Source: an optimization exercise on an open RTL-to-GDS flow (aim: small area, a short achievable clock period and few clock cycles per item). Production flows keep margins and buffers that such runs may drop.
Function was checked by simulation only, so behaviour that the tests miss may differ from the original.
Power figures rest on the tool's default switching activity, not on a simulated workload.

// sparse_batch_accum
module sparse_batch_accum #(
  parameter int DATA_W = sparse_batch_accum_pkg::DATA_W,
  parameter int RES_W  = sparse_batch_accum_pkg::RES_W,
  parameter int IDX_W  = sparse_batch_accum_pkg::IDX_W,
  parameter int BATCH  = sparse_batch_accum_pkg::BATCH
) (
  input  logic              clk,
  input  logic              rst,
  input  logic              in_valid,
  output logic              in_ready,
  input  logic [DATA_W-1:0] in_data,
  input  logic [DATA_W-1:0] in_weight,
  input  logic [IDX_W-1:0]  in_idx,
  input  logic              in_last,
  output logic              out_valid,
  input  logic              out_ready,
  output logic [RES_W-1:0]  out_data,
  output logic [IDX_W-1:0]  out_idx,
  output logic              out_last,
  output logic [sparse_batch_accum_pkg::bw(BATCH+1)-1:0] sample_cnt
  , output logic            sat_flag
);
  localparam int NACC  = 2**IDX_W;
  localparam int CNT_W = sparse_batch_accum_pkg::bw(BATCH+1);
  localparam int PW    = 2*DATA_W;
  localparam int HW    = RES_W - PW;
  typedef enum logic [2:0] {
    ACCUM = 3'd0,
    WAIT1 = 3'd1,
    WAIT2 = 3'd2,
    LOAD1 = 3'd3,
    LOAD2 = 3'd4,
    DRAIN = 3'd5
  } st_t;
  st_t                state, state_nxt;
  logic               accept, handshake, done;
  logic               last_sample;
  logic               i_valid;
  logic [IDX_W-1:0]   i_idx;
  logic [DATA_W-1:0]  i_data, i_weight;
  logic               m_valid;
  logic [IDX_W-1:0]   m_idx, m_idx_nxt;
  logic [PW-1:0]      m_x0, m_x1, fin_x0, fin_x1;
  logic [PW-1:0]      prod;
  logic               prod_cout;
  logic               s1_valid;
  logic [IDX_W-1:0]   s1_idx;
  logic [PW-1:0]      s1_prod;
  ...
clock: 8.0 ns
lec_check: 0
cap_margin: 20
core_margin: 2
core_utilization: 55
cts_cluster_diameter: 80
cts_cluster_size: 25
setup_slack_margin: 5
slew_margin: 20
standard.sh (not shown) runs the stock make flow with config.mk's settings and CLKGATE_MAP_FILE= SYNTH_SCRIPT=/design/flow/synth_recipe.tcl, a recipe that flattens the netlist after the stock synthesis.
==> flow/flow/run.sh <==
#!/bin/bash
set -euo pipefail
bash standard.sh SETUP_SLACK_MARGIN=5.3 finish > flow_standard.log 2>&1
Testbench counts at the start, summed over its fixed seeds: cycles 5,290, items 4,650.
Then changed:
--- a/flow/design.v
+++ b/flow/design.v
@@ -411,67 +411,72 @@
       DRAIN: begin
         m_idx_nxt = handshake ? m_idx + 1'b1 : m_idx;
         if (done) state_nxt = ACCUM;
       end
       default: begin
         state_nxt = ACCUM;
       end
     endcase
   end
   always_ff @(posedge clk or posedge rst) begin
     if (rst) begin
       state      <= ACCUM;
-      in_ready   <= 1'b0;
-      out_valid  <= 1'b0;
-      sample_cnt <= '0;
       i_valid    <= 1'b0;
       m_valid    <= 1'b0;
       s1_valid   <= 1'b0;
       s2_valid   <= 1'b0;
       acc_vld    <= '0;
     end else begin
       state     <= state_nxt;
-      in_ready  <= (state_nxt == ACCUM);
-      out_valid <= (state_nxt == DRAIN);
-      if (done) begin
-        sample_cnt <= '0;
-      end else if (accept && in_last) begin
-        sample_cnt <= sample_cnt + 1'b1;
-      end
       i_valid  <= accept;
       m_valid  <= i_valid;
       s1_valid <= m_valid;
       s2_valid <= s1_valid;
       if (done) begin
         acc_vld <= '0;
       end else if (s2_valid) begin
         acc_vld[s2_idx] <= 1'b1;
       end
     end
   end
   always_ff @(posedge clk) begin
+    if (rst) begin
+      in_ready   <= 1'b0;
+      out_valid  <= 1'b0;
+      sample_cnt <= '0;
+    end else begin
+      in_ready  <= (state_nxt == ACCUM);
+      out_valid <= (state_nxt == DRAIN);
+      if (done) begin
+        sample_cnt <= '0;
+      end else if (accept && in_last) begin
+        sample_cnt <= sample_cnt + 1'b1;
+      end
+    end
+  end
+  always_ff @(posedge clk) begin
     if (state != DRAIN) begin
       out_idx  <= '0;
       out_last <= 1'b0;
     end else if (handshake) begin
       out_idx  <= out_idx + 1'b1;
       out_last <= (out_idx == IDX_W'(NACC - 2));
     end
   end
-  always_ff @(posedge clk or posedge rst) begin
+  always_ff @(posedge clk) begin
     if (rst) begin
       sat_flag <= 1'b0;
     end else if (done) begin
       sat_flag <= 1'b0;
-    end else if (s1_valid && add_ovf) begin
+    end else if (s2_valid && (s2_sat_p || s2_sat_n)) begin
       sat_flag <= 1'b1;
     end
   end
   always_ff @(posedge clk) begin
     i_idx    <= in_idx;
     i_data   <= in_data;
     i_weight <= in_weight;
   end
   sparse_mul_csa u_mul (.a(i_data), .b(i_weight), .row0(fin_x0), .row1(fin_x1));
   always_ff @(posedge clk) begin
     m_idx <= m_idx_nxt;
     m_x0  <= fin_x0;
Effect: Non-clock buffer count rises by 26. Clock power came out lower by about 5%. Synthesized cell count stays flat. Power decreases by 32%. Sequential cell count is unchanged. Routed wire length falls by 4.2%. Worst setup slack gets better by 0.15 ns. Clock skew barely changes. Sequential power fell by 17%. Clock-buffer cell count is lower by 1. Via count is lower by 0.67%.
Testbench counts after the change, summed over its fixed seeds: cycles 5,290, items 4,650.

* * *

Setup of maple:
sparse_batch_accum, a different RTL version from the one above (not shown whole).
For scale: about 700 flip-flops, ~71 I/O pins, roughly 31000 µm² of cells after synthesis.
==> module sparse_batch_accum, before the edit <==
module sparse_batch_accum #(
  parameter int DATA_W = sparse_batch_accum_pkg::DATA_W,
  parameter int RES_W  = sparse_batch_accum_pkg::RES_W,
  parameter int IDX_W  = sparse_batch_accum_pkg::IDX_W,
  parameter int BATCH  = sparse_batch_accum_pkg::BATCH
) (
  input  logic              clk,
  input  logic              rst,
  input  logic              in_valid,
  output logic              in_ready,
  input  logic [DATA_W-1:0] in_data,
  input  logic [DATA_W-1:0] in_weight,
  input  logic [IDX_W-1:0]  in_idx,
  input  logic              in_last,
  output logic              out_valid,
  input  logic              out_ready,
  output logic [RES_W-1:0]  out_data,
  output logic [IDX_W-1:0]  out_idx,
  output logic              out_last,
  output logic [sparse_batch_accum_pkg::bw(BATCH+1)-1:0] sample_cnt
  , output logic            sat_flag
);
  localparam int NACC  = 2**IDX_W;
  localparam int CNT_W = sparse_batch_accum_pkg::bw(BATCH+1);
  localparam int PW    = 2*DATA_W;
  typedef enum logic [1:0] {
    ACCUM = 2'd0,
    WAIT  = 2'd1,
    LOAD  = 2'd2,
    DRAIN = 2'd3
  } st_t;
  st_t                state, state_nxt;
  logic               accept, handshake, done;
  logic               last_sample;
  logic               i_valid;
  logic [IDX_W-1:0]   i_idx, i_idx_nxt;
  logic [PW-1:0]      i_r0, i_r1, i_r2, i_r3, pp_r0, pp_r1, pp_r2, pp_r3;
  logic [PW-1:0]      prod;
  logic               s1_valid;
  logic [IDX_W-1:0]   s1_idx;
  logic [PW-1:0]      s1_prod;
  logic [RES_W-1:0]   s1_acc;
  logic               s1_fwd;
  logic               s1_load;
  logic               s2_valid;
  logic [IDX_W-1:0]   s2_idx;
  logic [RES_W-1:0]   s2_raw, s2_res;
  logic               s2_sat_p, s2_sat_n;
  logic [RES_W-1:0]   acc [NACC];
  logic [NACC-1:0]    acc_vld;
  logic [RES_W-1:0]   rd_val;
  logic [RES_W-1:0]   add_raw;
  logic               add_sat_p, add_sat_n, add_ovf;
  assign accept    = in_valid & in_ready;
  assign handshake = out_valid & out_ready;
  assign done      = handshake & out_last;
  assign last_sample = (sample_cnt == CNT_W'(BATCH - 1));
  always_comb begin
    state_nxt = state;
    i_idx_nxt = in_idx;
    case (state)
      ACCUM: begin
        if (accept && in_last && last_sample) state_nxt = WAIT;
      end
      WAIT: begin
        state_nxt = LOAD;
        i_idx_nxt = '0;
      end
      LOAD: begin
        if (s1_valid && (s1_idx == '0)) begin
          i_idx_nxt = '0;
        end else begin
          state_nxt = DRAIN;
          i_idx_nxt = IDX_W'(1);
        end
      end
      DRAIN: begin
        i_idx_nxt = handshake ? i_idx + 1'b1 : i_idx;
        if (done) state_nxt = ACCUM;
      end
      default: begin
        state_nxt = ACCUM;
      end
    endcase
  end
  always_ff @(posedge clk or posedge rst) begin
    if (rst) begin
      state      <= ACCUM;
      in_ready   <= 1'b0;
      out_valid  <= 1'b0;
      out_last   <= 1'b0;
      out_idx    <= '0;
      sample_cnt <= '0;
      i_valid    <= 1'b0;
      s1_valid   <= 1'b0;
      s2_valid   <= 1'b0;
      acc_vld    <= '0;
    end else begin
      state     <= state_nxt;
      in_ready  <= (state_nxt == ACCUM);
      out_valid <= (state_nxt == DRAIN);
      if (state != DRAIN) begin
        out_idx  <= '0;
        out_last <= 1'b0;
      end else if (handshake) begin
        out_idx  <= out_idx + 1'b1;
        out_last <= (out_idx == IDX_W'(NACC - 2));
      end
      if (done) begin
        sample_cnt <= '0;
      end else if (accept && in_last) begin
        sample_cnt <= sample_cnt + 1'b1;
      end
      i_valid  <= accept;
      s1_valid <= i_valid;
      s2_valid <= s1_valid;
      if (done) begin
        acc_vld <= '0;
      end else if (s2_valid) begin
        acc_vld[s2_idx] <= 1'b1;
      end
    end
  end
  always_ff @(posedge clk or posedge rst) begin
    if (rst) begin
      sat_flag <= 1'b0;
    end else if (done) begin
      sat_flag <= 1'b0;
    end else if (s1_valid && add_ovf) begin
      sat_flag <= 1'b1;
    end
  end
  sparse_mul_pp u_pp (
    .a(in_data), .b(in_weight), .r0(pp_r0), .r1(pp_r1), .r2(pp_r2), .r3(pp_r3)
  );
  always_ff @(posedge clk) begin
    i_idx <= i_idx_nxt;
    i_r0  <= pp_r0;
    i_r1  <= pp_r1;
    i_r2  <= pp_r2;
    i_r3  <= pp_r3;
  end
  sparse_mul_fin u_fin (.r0(i_r0), .r1(i_r1), .r2(i_r2), .r3(i_r3), .prod(prod));
  always_comb begin
    if (s2_valid && (s2_idx == i_idx)) begin
      rd_val = s2_res;
    end else if (acc_vld[i_idx]) begin
      rd_val = acc[i_idx];
    end else begin
      rd_val = '0;
    end
  end
  assign s1_load = (state != DRAIN) | out_ready;
  always_ff @(posedge clk) begin
    s1_idx  <= i_idx;
    s1_prod <= prod;
    s1_fwd  <= s1_valid & (s1_idx == i_idx);
    if (s1_load) begin
      s1_acc <= rd_val;
    end
  end
  assign out_data = s1_acc;
  sparse_mac_stage #(.DATA_W(DATA_W), .RES_W(RES_W)) u_mac (
    .acc_rd(s1_acc), .fwd(s1_fwd), .prev_raw(s2_raw), .prev_sat_p(s2_sat_p),
    .prev_sat_n(s2_sat_n), .prod(s1_prod), .res_raw(add_raw), .res_sat_p(add_sat_p),
    .res_sat_n(add_sat_n), .ovf(add_ovf)
  );
  always_ff @(posedge clk) begin
    s2_idx   <= s1_idx;
    s2_raw   <= add_raw;
    s2_sat_p <= add_sat_p;
    s2_sat_n <= add_sat_n;
  end
  always_comb begin
    if (s2_sat_p) begin
      s2_res = {1'b0, {(RES_W-1){1'b1}}};
    end else if (s2_sat_n) begin
      s2_res = {1'b1, {(RES_W-1){1'b0}}};
    end else begin
      s2_res = s2_raw;
    end
  end
  always_ff @(posedge clk) begin
    if (s2_valid) begin
      acc[s2_idx] <= s2_res;
    end
  end
endmodule
==> flow/config.mk <==
export PLATFORM = sky130hd
export DESIGN_NAME = sparse_batch_accum
export DESIGN_NICKNAME = sparse_batch_accum
export VERILOG_FILES = /design/flow/design.v
export SDC_FILE = /design/flow/constraint.sdc
export NUM_CORES = 4
export LEC_CHECK = 0
export CAP_MARGIN = 20
export CORE_MARGIN = 2
export CORE_UTILIZATION = 55
export CTS_CLUSTER_DIAMETER = 80
export CTS_CLUSTER_SIZE = 25
export SETUP_SLACK_MARGIN = 5
export SLEW_MARGIN = 20
==> flow/constraint.sdc <==
create_clock -name core_clock -period 8.0 [get_ports {clk}]
set_input_delay 1.6000 -clock core_clock [delete_from_list [all_inputs] [get_ports {clk}]]
set_output_delay 1.6000 -clock core_clock [all_outputs]
set_load 0.01 [all_outputs]
==> flow/flow/run.sh <==
#!/bin/bash
set -euo pipefail
bash standard.sh SETUP_SLACK_MARGIN=5.5 finish > flow_standard.log 2>&1
Testbench counts of maple, summed over its fixed seeds: cycles 5,226, items 4,650.
The following lists how pepper was set up differently from maple:
--- a/flow/design.v
+++ b/flow/design.v
@@ -437,7 +437,7 @@
   logic               s1_valid;
   logic [IDX_W-1:0]   s1_idx;
   logic [PW-1:0]      s1_prod;
-  logic [RES_W-1:0]   s1_acc;
+  logic [RES_W-1:0]   s1_acc, s1_out;
   logic               s1_fwd;
   logic               s1_load;
   logic               s2_valid;
@@ -486,8 +486,6 @@
       state      <= ACCUM;
       in_ready   <= 1'b0;
       out_valid  <= 1'b0;
-      out_last   <= 1'b0;
-      out_idx    <= '0;
       sample_cnt <= '0;
       i_valid    <= 1'b0;
       s1_valid   <= 1'b0;
@@ -497,13 +495,6 @@
       state     <= state_nxt;
       in_ready  <= (state_nxt == ACCUM);
       out_valid <= (state_nxt == DRAIN);
-      if (state != DRAIN) begin
-        out_idx  <= '0;
-        out_last <= 1'b0;
-      end else if (handshake) begin
-        out_idx  <= out_idx + 1'b1;
-        out_last <= (out_idx == IDX_W'(NACC - 2));
-      end
       if (done) begin
         sample_cnt <= '0;
       end else if (accept && in_last) begin
@@ -528,6 +519,15 @@
       sat_flag <= 1'b1;
     end
   end
+  always_ff @(posedge clk) begin
+    if (state != DRAIN) begin
+      out_idx  <= '0;
+      out_last <= 1'b0;
+    end else if (handshake) begin
+      out_idx  <= out_idx + 1'b1;
+      out_last <= (out_idx == IDX_W'(NACC - 2));
+    end
+  end
   sparse_mul_pp u_pp (
     .a(in_data), .b(in_weight), .r0(pp_r0), .r1(pp_r1), .r2(pp_r2), .r3(pp_r3)
   );
@@ -553,11 +553,12 @@
     s1_idx  <= i_idx;
     s1_prod <= prod;
     s1_fwd  <= s1_valid & (s1_idx == i_idx);
+    s1_acc  <= rd_val;
     if (s1_load) begin
-      s1_acc <= rd_val;
+      s1_out <= rd_val;
     end
   end
-  assign out_data = s1_acc;
+  assign out_data = s1_out;
   sparse_mac_stage #(.DATA_W(DATA_W), .RES_W(RES_W)) u_mac (
     .acc_rd(s1_acc), .fwd(s1_fwd), .prev_raw(s2_raw), .prev_sat_p(s2_sat_p),
     .prev_sat_n(s2_sat_n), .prod(s1_prod), .res_raw(add_raw), .res_sat_p(add_sat_p),
Findings:
Diff maple -> pepper: largest incremental delay on the critical path about even; routed wire length about even; transition at the pin with the smallest max-transition slack up 0.14 ns; fill cell instance count of the final layout shows an increase of 61; post-layout worst setup margin lower.
pepper against maple: layout sequential cell count moved up; global-route met2 utilization level; non-clock buffer count moved down; data arrival time of the worst path moved up.
Between maple and pepper, average footprint of a synthesized cell increased.
[pepper] met3 track utilization from global routing rose 1.1 points relative to maple
pepper vs. maple: share of cells above drive strength 1 fell by 2.0 points, portion of total power attributed to the clock network rose by 0.2 points, clock period minus final worst setup slack rose by 0.085 ns.
Testbench counts of pepper, summed over its fixed seeds: cycles 5,226, items 4,650.

==> port drivers added, routing unchanged <==
How much do the figures lean on ideal ports? The routed layouts below were timed once more, with nothing changed but the port constraints.
Step 1: set_driving_cell puts a clkbuf_16 on clk and a buf_2 on each other input, an assumption about the parent block.
Step 2, shift: input delay + t, output delay - t, t = (earliest + latest rising clock arrival at the registers) / 2. This alone moves slack from input paths to output paths.
Slacks: ideal / step 1 / step 2; pairs: ideal / step 1.
| run | shift t [ns] | slack for setup (ns) | cell pins on the clock port's net |
|---|---|---|---|
| the first run of note 1 | 0.652 | 5.113 / 5.107 / 4.742 | 1 |
| the second run of note 1 | 0.641 | 5.260 / 5.260 / 4.734 | 1 |
| maple | 0.656 | 5.003 / 4.941 / 4.904 | 1 |
| pepper | 0.647 | 4.918 / 4.918 / 4.832 | 1 |
After both steps every run listed still meets setup and hold. For the second run of note 1, which loses most, drivers alone change the setup slack by 0.000 ns; drivers and shift together by -0.526 ns.
